This design comes from an exercise in tuning for small area, a short achievable clock period and few clock cycles per item on the open sky130 flow, not from production work.
Only simulation tests tie the RTL to the original design; equivalence was not proved.
No activity file was given, so power comes from the tool's default toggle rates.

==> v37: inputs <==
==> flow/design.v <==
`default_nettype none
package bsort_pkg;
    localparam int MAX_ITEMS_DEF   = 64;
    localparam int MAX_BUCKETS_DEF = 16;
    localparam int VAL_W           = 17;
    localparam int BCNT_W          = 5;
    localparam int BKT_W           = 4;
    localparam int PADDR_W         = 3;
    localparam logic [BCNT_W-1:0] BCNT_RST  = 5'd16;
    localparam logic [VAL_W-1:0]  BWIDTH_RST = 17'd6250;
    localparam logic REG_BCNT   = 1'b0;
    localparam logic REG_BWIDTH = 1'b1;
endpackage
`default_nettype wire
`default_nettype none
module bsort_ao4 #(
    parameter int W = 1
) (
    input  wire [W-1:0] a,
    input  wire [W-1:0] b,
    input  wire [W-1:0] c,
    input  wire [W-1:0] d,
    input  wire         sa,
    input  wire         sb,
    input  wire         sc,
    input  wire         sd,
    output logic [W-1:0] y
);
    assign y = ({W{sa}} & a) | ({W{sb}} & b) | ({W{sc}} & c) | ({W{sd}} & d);
endmodule
module bsort_gt #(
    parameter int W = 17
) (
    input  wire [W-1:0] a,
    input  wire [W-1:0] nb,
    output logic        gt
);
    always_comb begin
        logic c;
        c = 1'b0;
        for (int j = 0; j < W; j++) begin
            c = (a[j] & nb[j]) | (a[j] & c) | (nb[j] & c);
        end
        gt = c;
    end
endmodule
module bsort_qdig_a #(
    parameter int VW = 17
) (
    input  wire [VW-1:0]  v,
    input  wire [VW-1:0]  w,
    input  wire [VW+1:0]  w3,       
    output logic [1:0]    q,
    output logic [VW-1:0] rem
);
    logic [VW+3:0] d1, d2, d3;
    logic [VW:0]   t1, t2, t3;
    logic          g1, g2, g3;
    always_comb begin
        d1 = (VW+4)'(w) << 2;
        d2 = (VW+4)'(w) << 3;
        d3 = (VW+4)'(w3) << 2;
        t1 = {1'b0, v} - {1'b0, d1[VW-1:0]};
        t2 = {1'b0, v} - {1'b0, d2[VW-1:0]};
        t3 = {1'b0, v} - {1'b0, d3[VW-1:0]};
        g1 = (d1[VW+3:VW] == '0) && !t1[VW];
        g2 = (d2[VW+3:VW] == '0) && !t2[VW];
        g3 = (d3[VW+3:VW] == '0) && !t3[VW];
        if (g3) begin
            q = 2'd3;
            rem = t3[VW-1:0];
        end else if (g2) begin
            q = 2'd2;
            rem = t2[VW-1:0];
        end else if (g1) begin
            q = 2'd1;
            rem = t1[VW-1:0];
        end else begin
            q = 2'd0;
            rem = v;
        end
    end
endmodule
module bsort_qdig_b #(
    parameter int VW = 17
) (
    input  wire [VW-1:0] r,
    input  wire [VW-1:0] w,
    input  wire [VW+1:0] w3,        
    output logic [1:0]   q
);
    logic [VW+1:0] nr;
    logic          x1, x2, x3;
    assign nr = ~{2'b00, r};
    bsort_gt #(.W(VW + 2)) u_c1 (.a({2'b00, w}), .nb(nr), .gt(x1));
    bsort_gt #(.W(VW + 2)) u_c2 (.a({1'b0, w, 1'b0}), .nb(nr), .gt(x2));
    bsort_gt #(.W(VW + 2)) u_c3 (.a(w3), .nb(nr), .gt(x3));
    assign q = !x3 ? 2'd3 : (!x2 ? 2'd2 : (!x1 ? 2'd1 : 2'd0));
endmodule
`default_nettype wire
`default_nettype none
module bucket_sort_core #(
    parameter int MAX_ITEMS   = bsort_pkg::MAX_ITEMS_DEF,
    parameter int MAX_BUCKETS = bsort_pkg::MAX_BUCKETS_DEF
) (
    input  wire                             aclk,
    input  wire                             aresetn,
    input  wire                             psel,
    input  wire                             penable,
    input  wire                             pwrite,
    input  wire [bsort_pkg::PADDR_W-1:0]    paddr,
    input  wire [31:0]                      pwdata,
    output logic [31:0]                     prdata,
    output logic                            pready,
    input  wire                             s_valid,
    output logic                            s_ready,
    input  wire [bsort_pkg::VAL_W-1:0]      s_value,
    input  wire                             s_last,
    output logic                            m_valid,
    input  wire                             m_ready,
    output logic [bsort_pkg::VAL_W-1:0]     m_sorted_value,
    output logic                            m_final_res,
    output logic                            m_overflow,
    output logic [bsort_pkg::BKT_W-1:0]     m_bucket
);
    localparam int VW = bsort_pkg::VAL_W;
    localparam int BW = bsort_pkg::BKT_W;
    localparam int NI = MAX_ITEMS;
    localparam int CW = $clog2(MAX_ITEMS + 1);
    localparam int XW = VW + 4;
    logic [4:0]    bcnt_reg;
    logic [VW-1:0] weff_reg;
    logic          wz_reg;
    logic [VW+1:0] w3_reg;
    logic [VW-1:0] prd_reg;
    logic [BW-1:0] nb_m1, nbm1_reg;
    assign pready = 1'b1;
    assign prdata = {{(32 - VW){1'b0}}, prd_reg};
    always_comb begin
        if (bcnt_reg == 5'd0) nb_m1 = '0;
        else if (bcnt_reg > 5'(MAX_BUCKETS)) nb_m1 = BW'(MAX_BUCKETS - 1);
        else nb_m1 = BW'(bcnt_reg - 5'd1);
    end
    logic          a_v, a_last, a_drop;     
    logic [VW-1:0] a_k;
    logic          b_v, b_last, b_drop;     
    logic [VW-1:0] b_k;
    logic [CW-1:0] acc_cnt;         
    logic          ovf_open;        
    logic          ovf_act;         
    logic [VW-1:0] ev [NI];
    logic [NI-1:0] tag;             
    logic          open_par;        
    logic [NI-1:0] cmp;             
    logic [NI-1:0] occ, cls;        
    logic [NI:0]   lt;              
    logic [NI-1:0] s_keep, s_left, s_right, s_new;
    logic [NI-1:0] gt_a;            
    logic [NI-1:0] cmp_src;
    logic          cmp_new;
    logic          pop, push, proc, room, close, b_adv;
    logic          cred;             
    logic          head_fin;         
    logic          s_ready_q;
    logic [NI-1:0] occ_n, cls_n;
    logic [VW-1:0] nk_a;
    logic          s1_v, s1_fin, s1_ovf, s1_cgt, s1_ceq;
    logic [VW-1:0] s1_val, s1_rem;
    logic [1:0]    s1_q;
    logic          s2_v, s2_fin, s2_ovf;
    logic [VW-1:0] s2_val;
    logic [BW-1:0] s2_bkt;
    logic [1:0]    qb_c;
    logic          o_v, k_v;        
    logic [VW-1:0] k_val;
    logic [BW-1:0] k_bkt;
    logic          k_fin, k_ovf;
    logic [1:0]    qa, qb;
    logic [VW-1:0] rem_a;
    logic [BW-1:0] bkt_b;
    assign m_valid = o_v;
    assign nk_a = ~a_k;
    for (genvar i = 0; i < NI; i++) begin : g_cmp
        bsort_gt #(.W(VW)) u_gt (.a(ev[i]), .nb(nk_a), .gt(gt_a[i]));
    end
    logic gt_ba;
    bsort_gt #(.W(VW)) u_gt_ba (.a(b_k), .nb(nk_a), .gt(gt_ba));
    assign cmp_new = !gt_ba;
    always_comb begin
        for (int i = 0; i < NI; i++) begin
            lt[i] = cls[i] || (occ[i] && cmp[i]);
        end
        lt[NI] = 1'b0;
        pop   = cls[0] && cred;
        room  = !occ[NI-1] || pop;
        proc  = b_v && (b_drop || room);
        push  = proc && !b_drop;
        close = proc && b_last;
        b_adv = a_v && (!b_v || proc);
        for (int i = 0; i < NI; i++) begin
            logic o_l, o_r, c_r;
            o_l = (i == 0) ? 1'b1 : occ[(i > 0) ? i - 1 : 0];
            o_r = (i == NI - 1) ? 1'b0 : occ[(i < NI - 1) ? i + 1 : i];
            c_r = (i == NI - 1) ? 1'b0 : cls[(i < NI - 1) ? i + 1 : i];
            if (push && !pop) occ_n[i] = o_l;
            else if (pop && !push) occ_n[i] = o_r;
            else occ_n[i] = occ[i];
            if (close) cls_n[i] = occ_n[i];
            else if (pop) cls_n[i] = c_r;
            else cls_n[i] = cls[i];
        end
        head_fin = !cls[1] || (tag[0] != tag[1]);
        for (int i = 0; i < NI; i++) begin
            logic l_prev, l_next;
            l_prev = (i == 0) ? 1'b1 : lt[i-1];
            l_next = lt[i+1];
            s_right[i] = pop && (!push || l_next);
            s_new[i]   = push && (pop ? (lt[i] && !l_next) : (!lt[i] && l_prev));
            s_left[i]  = push && !pop && !l_prev;
            s_keep[i]  = !(pop || push) || (push && (pop ? !lt[i] : lt[i]));
        end
        for (int i = 0; i < NI; i++) begin
            cmp_src[i] = b_adv ? !gt_a[i] : cmp[i];
        end
    end
    assign s_ready = s_ready_q;
    logic [VW-1:0] ev_n [NI];
    logic [NI-1:0] tag_n, cmp_n;
    for (genvar i = 0; i < NI; i++) begin : g_ent
        localparam int IL = (i > 0) ? i - 1 : 0;
        localparam int IR = (i < NI - 1) ? i + 1 : i;
        logic [VW+1:0] src_k, src_l, src_r, src_n, nx;
        assign src_k = {cmp_src[i], tag[i], ev[i]};
        assign src_l = (i > 0) ? {cmp_src[IL], tag[IL], ev[IL]} : '0;
        assign src_r = (i < NI - 1) ? {cmp_src[IR], tag[IR], ev[IR]} : '0;
        assign src_n = {cmp_new, open_par, b_k};
        for (genvar b = 0; b < VW + 2; b++) begin : g_bit
            bsort_ao4 #(.W(1)) u_mux (
                .a (src_k[b]), .b (src_l[b]), .c (src_r[b]), .d (src_n[b]),
                .sa(s_keep[i]), .sb(s_left[i]), .sc(s_right[i]), .sd(s_new[i]),
                .y (nx[b])
            );
        end
        assign ev_n[i]  = nx[VW-1:0];
        assign cmp_n[i] = nx[VW+1];
        assign tag_n[i] = nx[VW];
    end
    always_ff @(posedge aclk) begin
        for (int i = 0; i < NI; i++) begin
            ev[i] <= ev_n[i];
        end
        tag <= tag_n;
        cmp <= cmp_n;
    end
    always_ff @(posedge aclk) begin
        if (!aresetn) begin
            occ      <= '0;
            cls      <= '0;
            open_par <= 1'b0;
        end else begin
            occ <= occ_n;
            cls <= cls_n;
            if (close) open_par <= !open_par;
        end
    end
    bsort_qdig_a #(.VW(VW)) u_div_a (
        .v (ev[0]), .w (weff_reg), .w3 (w3_reg), .q (qa), .rem (rem_a)
    );
    bsort_qdig_b #(.VW(VW)) u_div_b (
        .r (s1_rem), .w (weff_reg), .w3 (w3_reg), .q (qb)
    );
    assign qb_c  = (qb > nbm1_reg[1:0]) ? nbm1_reg[1:0] : qb;
    assign bkt_b = s1_cgt ? nbm1_reg : {s1_q, s1_ceq ? qb_c : qb};
    always_ff @(posedge aclk) begin
        prd_reg <= paddr[2] ? (wz_reg ? '0 : weff_reg) : VW'(bcnt_reg);
        w3_reg  <= (VW+2)'(weff_reg) + ((VW+2)'(weff_reg) << 1);
        nbm1_reg <= nb_m1;
        if (s_valid && s_ready) begin
            a_k    <= s_value;
            a_last <= s_last;
            a_drop <= (acc_cnt == CW'(NI));
        end
        if (b_adv) begin
            b_k    <= a_k;
            b_last <= a_last;
            b_drop <= a_drop;
        end
        if (!aresetn) begin
            bcnt_reg <= bsort_pkg::BCNT_RST;
            weff_reg <= bsort_pkg::BWIDTH_RST;
            wz_reg   <= 1'b0;
            a_v      <= 1'b0;
            b_v      <= 1'b0;
            acc_cnt  <= '0;
            ovf_open <= 1'b0;
            ovf_act  <= 1'b0;
        end else begin
            if (psel && penable && pwrite) begin
                if (paddr[2] == bsort_pkg::REG_BCNT) bcnt_reg <= pwdata[4:0];
                else begin
                    weff_reg <= (pwdata[VW-1:0] == '0) ? VW'(1) : pwdata[VW-1:0];
                    wz_reg   <= (pwdata[VW-1:0] == '0);
                end
            end
            if (s_valid && s_ready) begin
                a_v <= 1'b1;
                if (s_last) acc_cnt <= '0;
                else if (acc_cnt != CW'(NI)) acc_cnt <= acc_cnt + CW'(1);
            end else if (b_adv) begin
                a_v <= 1'b0;
            end
            if (b_adv) b_v <= 1'b1;
            else if (proc) b_v <= 1'b0;
            if (pop && head_fin) ovf_act <= 1'b0;
            if (close) begin
                ovf_open <= 1'b0;
                if (ovf_open || b_drop) ovf_act <= 1'b1;
            end else if (proc && b_drop) begin
                ovf_open <= 1'b1;
            end
        end
    end
    logic a_v_n, b_v_n, b_drop_n, s1_v_n, s2_v_n, o_v_n, k_v_n, cred_n;
    always_comb begin
        a_v_n    = (s_valid && s_ready) ? 1'b1 : (b_adv ? 1'b0 : a_v);
        b_v_n    = b_adv ? 1'b1 : (proc ? 1'b0 : b_v);
        b_drop_n = b_adv ? a_drop : b_drop;
    end
    always_ff @(posedge aclk) begin
        if (!aresetn) begin
            s_ready_q <= 1'b1;
        end else begin
            s_ready_q <= !a_v_n || !b_v_n || b_drop_n || !occ_n[NI-1] ||
                         (cls_n[0] && cred_n);
        end
    end
    logic leave, qroom, s2_adv, s1_adv;
    assign leave  = !o_v || m_ready;
    assign qroom  = !(o_v && k_v) || m_ready;
    assign s2_adv = s2_v && qroom;
    assign s1_adv = s1_v && (!s2_v || s2_adv);
    always_comb begin
        s1_v_n = pop || (s1_v && !s1_adv);
        s2_v_n = s1_adv || (s2_v && !s2_adv);
        o_v_n  = leave ? (k_v || s2_adv) : o_v;
        k_v_n  = leave ? (k_v && s2_adv) : (k_v || s2_adv);
        cred_n = !(s1_v_n && s2_v_n && o_v_n && k_v_n);
    end
    always_ff @(posedge aclk) begin
        if (pop) begin
            s1_val <= ev[0];
            s1_rem <= rem_a;
            s1_q   <= qa;
            s1_cgt <= (qa > nbm1_reg[3:2]);
            s1_ceq <= (qa == nbm1_reg[3:2]);
            s1_fin <= head_fin;
            s1_ovf <= ovf_act;
        end
        if (s1_adv) begin
            s2_val <= s1_val;
            s2_bkt <= bkt_b;
            s2_fin <= s1_fin;
            s2_ovf <= s1_ovf;
        end
        if (leave) begin
            if (k_v) begin
                m_sorted_value <= k_val;
                m_bucket       <= k_bkt;
                m_final_res    <= k_fin;
                m_overflow     <= k_ovf;
            end else begin
                m_sorted_value <= s2_val;
                m_bucket       <= s2_bkt;
                m_final_res    <= s2_fin;
                m_overflow     <= s2_ovf;
            end
        end
        if (s2_adv && (leave == k_v)) begin
            k_val <= s2_val;
            k_bkt <= s2_bkt;
            k_fin <= s2_fin;
            k_ovf <= s2_ovf;
        end
        if (!aresetn) begin
            s1_v <= 1'b0;
            s2_v <= 1'b0;
            o_v  <= 1'b0;
            k_v  <= 1'b0;
            cred <= 1'b1;
        end else begin
            s1_v <= s1_v_n;
            s2_v <= s2_v_n;
            o_v  <= o_v_n;
            k_v  <= k_v_n;
            cred <= cred_n;
        end
    end
endmodule
`default_nettype wire
==> flow/run.sh <==
#!/bin/bash
# synth_recipe.tcl (not shown) runs the flow's synth.tcl, then flattens the netlist and writes it again
# the make line also repeats each setting of config.mk as NAME=value (left out here)
make -C /OpenROAD-flow-scripts/flow DESIGN_CONFIG=/design/flow/config.mk WORK_HOME=/design/flow/orfs CLKGATE_MAP_FILE= SYNTH_SCRIPT=/design/flow/synth_recipe.tcl finish
==> flow/config.mk <==
export PLATFORM = sky130hd
export DESIGN_NAME = bucket_sort_core
export DESIGN_NICKNAME = bucket_sort_core
export VERILOG_FILES = /design/flow/design.v
export SDC_FILE = /design/flow/constraint.sdc
export NUM_CORES = 4
export LEC_CHECK = 0
export CAP_MARGIN = 20
export CORE_MARGIN = 2
export CORE_UTILIZATION = 40
export PLACE_DENSITY = 0.5
export SETUP_SLACK_MARGIN = 3.3
export SLEW_MARGIN = 20
export SYNTH_HIERARCHICAL = 1
==> flow/constraint.sdc <==
create_clock -name core_clock -period 6.5 [get_ports {aclk}]
set_input_delay 1.3000 -clock core_clock [delete_from_list [all_inputs] [get_ports {aclk}]]
set_output_delay 1.3000 -clock core_clock [all_outputs]
set_load 0.01 [all_outputs]
==> inputs of v38, as changes to v37 <==
--- a/flow/design.v
+++ b/flow/design.v
@@ -13,20 +13,39 @@
 endpackage
 `default_nettype wire
 `default_nettype none
-module bsort_ao4 #(
-    parameter int W = 1
-) (
-    input  wire [W-1:0] a,
-    input  wire [W-1:0] b,
-    input  wire [W-1:0] c,
-    input  wire [W-1:0] d,
-    input  wire         sa,
-    input  wire         sb,
-    input  wire         sc,
-    input  wire         sd,
-    output logic [W-1:0] y
+module bsort_ao4 (
+    input  wire  a,
+    input  wire  b,
+    input  wire  c,
+    input  wire  d,
+    input  wire  sa,
+    input  wire  sb,
+    input  wire  sc,
+    input  wire  sd,
+    output logic y
 );
-    assign y = ({W{sa}} & a) | ({W{sb}} & b) | ({W{sc}} & c) | ({W{sd}} & d);
+    logic t, n;
+    bsort_aoi3 u_abc (.a(a), .b(b), .c(c), .sa(sa), .sb(sb), .sc(sc), .y(t));
+    bsort_nd2  u_d   (.a(sd), .b(d), .y(n));
+    bsort_nd2  u_y   (.a(t), .b(n), .y(y));
+endmodule
+module bsort_aoi3 (
+    input  wire  a,
+    input  wire  b,
+    input  wire  c,
+    input  wire  sa,
+    input  wire  sb,
+    input  wire  sc,
+    output logic y
+);
+    assign y = ~((sa & a) | (sb & b) | (sc & c));
+endmodule
+module bsort_nd2 (
+    input  wire  a,
+    input  wire  b,
+    output logic y
+);
+    assign y = ~(a & b);
 endmodule
 module bsort_gt #(
     parameter int W = 17
@@ -55,14 +74,32 @@
 );
     logic [VW+3:0] d1, d2, d3;
     logic [VW:0]   t1, t2, t3;
+    function automatic logic [VW:0] sub_f(input logic [VW-1:0] a, input logic [VW-1:0] b);
+        logic [VW-1:0] g, p, gg, pp, c;
+        g  = a & ~b;
+        p  = a ^ ~b;
+        gg = g;
+        pp = p;
+        for (int l = 1; l < VW; l = l * 2) begin
+            for (int i = VW - 1; i >= 0; i--) begin
+                if ((i / l) % 2 == 1) begin
+                    gg[i] = gg[i] | (pp[i] & gg[(i / l) * l - 1]);
+                    pp[i] = pp[i] & pp[(i / l) * l - 1];
+                end
+            end
+        end
+        c[0] = 1'b1;
+        for (int i = 1; i < VW; i++) c[i] = gg[i-1] | pp[i-1];
+        sub_f = {!(gg[VW-1] | pp[VW-1]), p ^ c};
+    endfunction
     logic          g1, g2, g3;
     always_comb begin
         d1 = (VW+4)'(w) << 2;
         d2 = (VW+4)'(w) << 3;
         d3 = (VW+4)'(w3) << 2;
-        t1 = {1'b0, v} - {1'b0, d1[VW-1:0]};
-        t2 = {1'b0, v} - {1'b0, d2[VW-1:0]};
-        t3 = {1'b0, v} - {1'b0, d3[VW-1:0]};
+        t1 = sub_f(v, d1[VW-1:0]);
+        t2 = sub_f(v, d2[VW-1:0]);
+        t3 = sub_f(v, d3[VW-1:0]);
         g1 = (d1[VW+3:VW] == '0) && !t1[VW];
         g2 = (d2[VW+3:VW] == '0) && !t2[VW];
         g3 = (d3[VW+3:VW] == '0) && !t3[VW];
@@ -164,7 +201,7 @@
     logic          s_ready_q;
     logic [NI-1:0] occ_n, cls_n;
     logic [VW-1:0] nk_a;
-    logic          s1_v, s1_fin, s1_ovf, s1_cgt, s1_ceq;
+    logic          s1_v, s1_fin, s1_ovf;
     logic [VW-1:0] s1_val, s1_rem;
     logic [1:0]    s1_q;
     logic          s2_v, s2_fin, s2_ovf;
@@ -179,13 +216,14 @@
     logic [VW-1:0] rem_a;
     logic [BW-1:0] bkt_b;
     assign m_valid = o_v;
-    assign nk_a = ~a_k;
     for (genvar i = 0; i < NI; i++) begin : g_cmp
         bsort_gt #(.W(VW)) u_gt (.a(ev[i]), .nb(nk_a), .gt(gt_a[i]));
     end
-    logic gt_ba;
-    bsort_gt #(.W(VW)) u_gt_ba (.a(b_k), .nb(nk_a), .gt(gt_ba));
-    assign cmp_new = !gt_ba;
+    logic          gt_ns;
+    logic [VW-1:0] b_k_n, ns_value;
+    assign b_k_n    = b_adv ? a_k : b_k;
+    assign ns_value = ~s_value;
+    bsort_gt #(.W(VW)) u_gt_ns (.a(b_k_n), .nb(ns_value), .gt(gt_ns));
     always_comb begin
         for (int i = 0; i < NI; i++) begin
             lt[i] = cls[i] || (occ[i] && cmp[i]);
@@ -235,7 +273,7 @@
         assign src_r = (i < NI - 1) ? {cmp_src[IR], tag[IR], ev[IR]} : '0;
         assign src_n = {cmp_new, open_par, b_k};
         for (genvar b = 0; b < VW + 2; b++) begin : g_bit
-            bsort_ao4 #(.W(1)) u_mux (
+            bsort_ao4 u_mux (
                 .a (src_k[b]), .b (src_l[b]), .c (src_r[b]), .d (src_n[b]),
                 .sa(s_keep[i]), .sb(s_left[i]), .sc(s_right[i]), .sd(s_new[i]),
                 .y (nx[b])
@@ -270,13 +308,16 @@
         .r (s1_rem), .w (weff_reg), .w3 (w3_reg), .q (qb)
     );
     assign qb_c  = (qb > nbm1_reg[1:0]) ? nbm1_reg[1:0] : qb;
-    assign bkt_b = s1_cgt ? nbm1_reg : {s1_q, s1_ceq ? qb_c : qb};
+    assign bkt_b = (s1_q > nbm1_reg[3:2]) ? nbm1_reg :
+                   {s1_q, (s1_q == nbm1_reg[3:2]) ? qb_c : qb};
     always_ff @(posedge aclk) begin
         prd_reg <= paddr[2] ? (wz_reg ? '0 : weff_reg) : VW'(bcnt_reg);
         w3_reg  <= (VW+2)'(weff_reg) + ((VW+2)'(weff_reg) << 1);
         nbm1_reg <= nb_m1;
         if (s_valid && s_ready) begin
-            a_k    <= s_value;
+            a_k     <= s_value;
+            nk_a    <= ns_value;
+            cmp_new <= !gt_ns;
             a_last <= s_last;
             a_drop <= (acc_cnt == CW'(NI));
         end
@@ -351,8 +392,6 @@
             s1_val <= ev[0];
             s1_rem <= rem_a;
             s1_q   <= qa;
-            s1_cgt <= (qa > nbm1_reg[3:2]);
-            s1_ceq <= (qa == nbm1_reg[3:2]);
             s1_fin <= head_fin;
             s1_ovf <= ovf_act;
         end
--- a/flow/config.mk
+++ b/flow/config.mk
@@ -8,7 +8,9 @@
 export CAP_MARGIN = 20
 export CORE_MARGIN = 2
 export CORE_UTILIZATION = 40
+export CTS_CLUSTER_DIAMETER = 60
+export CTS_CLUSTER_SIZE = 25
 export PLACE_DENSITY = 0.5
-export SETUP_SLACK_MARGIN = 3.3
+export SETUP_SLACK_MARGIN = 3.4
 export SLEW_MARGIN = 20
 export SYNTH_HIERARCHICAL = 1
==> comparison <==
Against v37, the die area of v38 is smaller by about 1.2%. Of v38 and v37, v38 has the higher register-to-register slack (gap 0.04 ns). Of v38 and v37, v38 has the higher critical path depth (gap 3). Of v38 and v37, v37 has the higher core utilization (gap 0.30 points). In v38 the sequential cell count is higher than in v37, by 16. Setup slack: v37 is lower than v38 (0.040 ns).
==> figures <==
Run status: v38 timing/DRC/antenna clean; v37 timing/DRC/antenna clean
Die boundary height: v38 456 um; v37 459 um
Comb power frac: v38 16.5%; v37 21.6%
Share of layout cells above drive strength 1: v38 8.12%; v37 8.40%
Library cell appearing most often on the critical path: v38 sky130_fd_sc_hd__inv_2; v37 sky130_fd_sc_hd__buf_6
Mean area per synthesized cell: v38 8.43 um^2; v37 8.49 um^2
Number of placed instances with taps included: v38 12691; v37 12798
Multiplexer fraction of the synthesized cell area: v38 2.93%; v37 2.24%
Met2 wirelength from detailed routing: v38 156000 um; v37 159000 um
Capture instance of the worst register-to-register path: v38 s2_bkt[0]$_DFFE_PP_; v37 s1_rem[2]$_DFFE_PP_
Nets: v38 10348; v37 10490
Share of total power in the clock network: v38 37.3%; v37 31.6%
Logic depth of the worst path, buffers included: v38 16; v37 13
Worst Clk Skew: v38 0.0402 ns; v37 0.0312 ns
Testbench counts of v37, summed over its fixed seeds: cycles 5,829, items 5,277.
Testbench counts of v38, summed over its fixed seeds: cycles 5,829, items 5,277.

what the ideal ports hide:
Ports are ideal in the flow. The routed layouts listed here were re-timed in OpenROAD. Step 1, drivers: a clkbuf_16 drives aclk and a buf_2 each remaining input, both assumed. Step 2 also shifts input and output timing later by t, the mid clock arrival at the registers, as if the neighbouring blocks saw the same clock. Three values: ideal, step 1, step 2; two values: the first two.
run | shift t [ns] | slack for setup (ns) | hold slack, ns | cell pins on the clock port's net
v37 | 0.921 | 3.204 / 3.204 / 2.651 | 0.418 / 0.418 / 0.418 | 1
v38 | 0.921 | 3.244 / 3.244 / 2.879 | 0.417 / 0.417 / 0.417 | 1
After both steps setup and hold are still met in every run listed. For v37, which loses most, drivers alone change the setup slack by 0.000 ns; drivers and shift together by -0.553 ns.
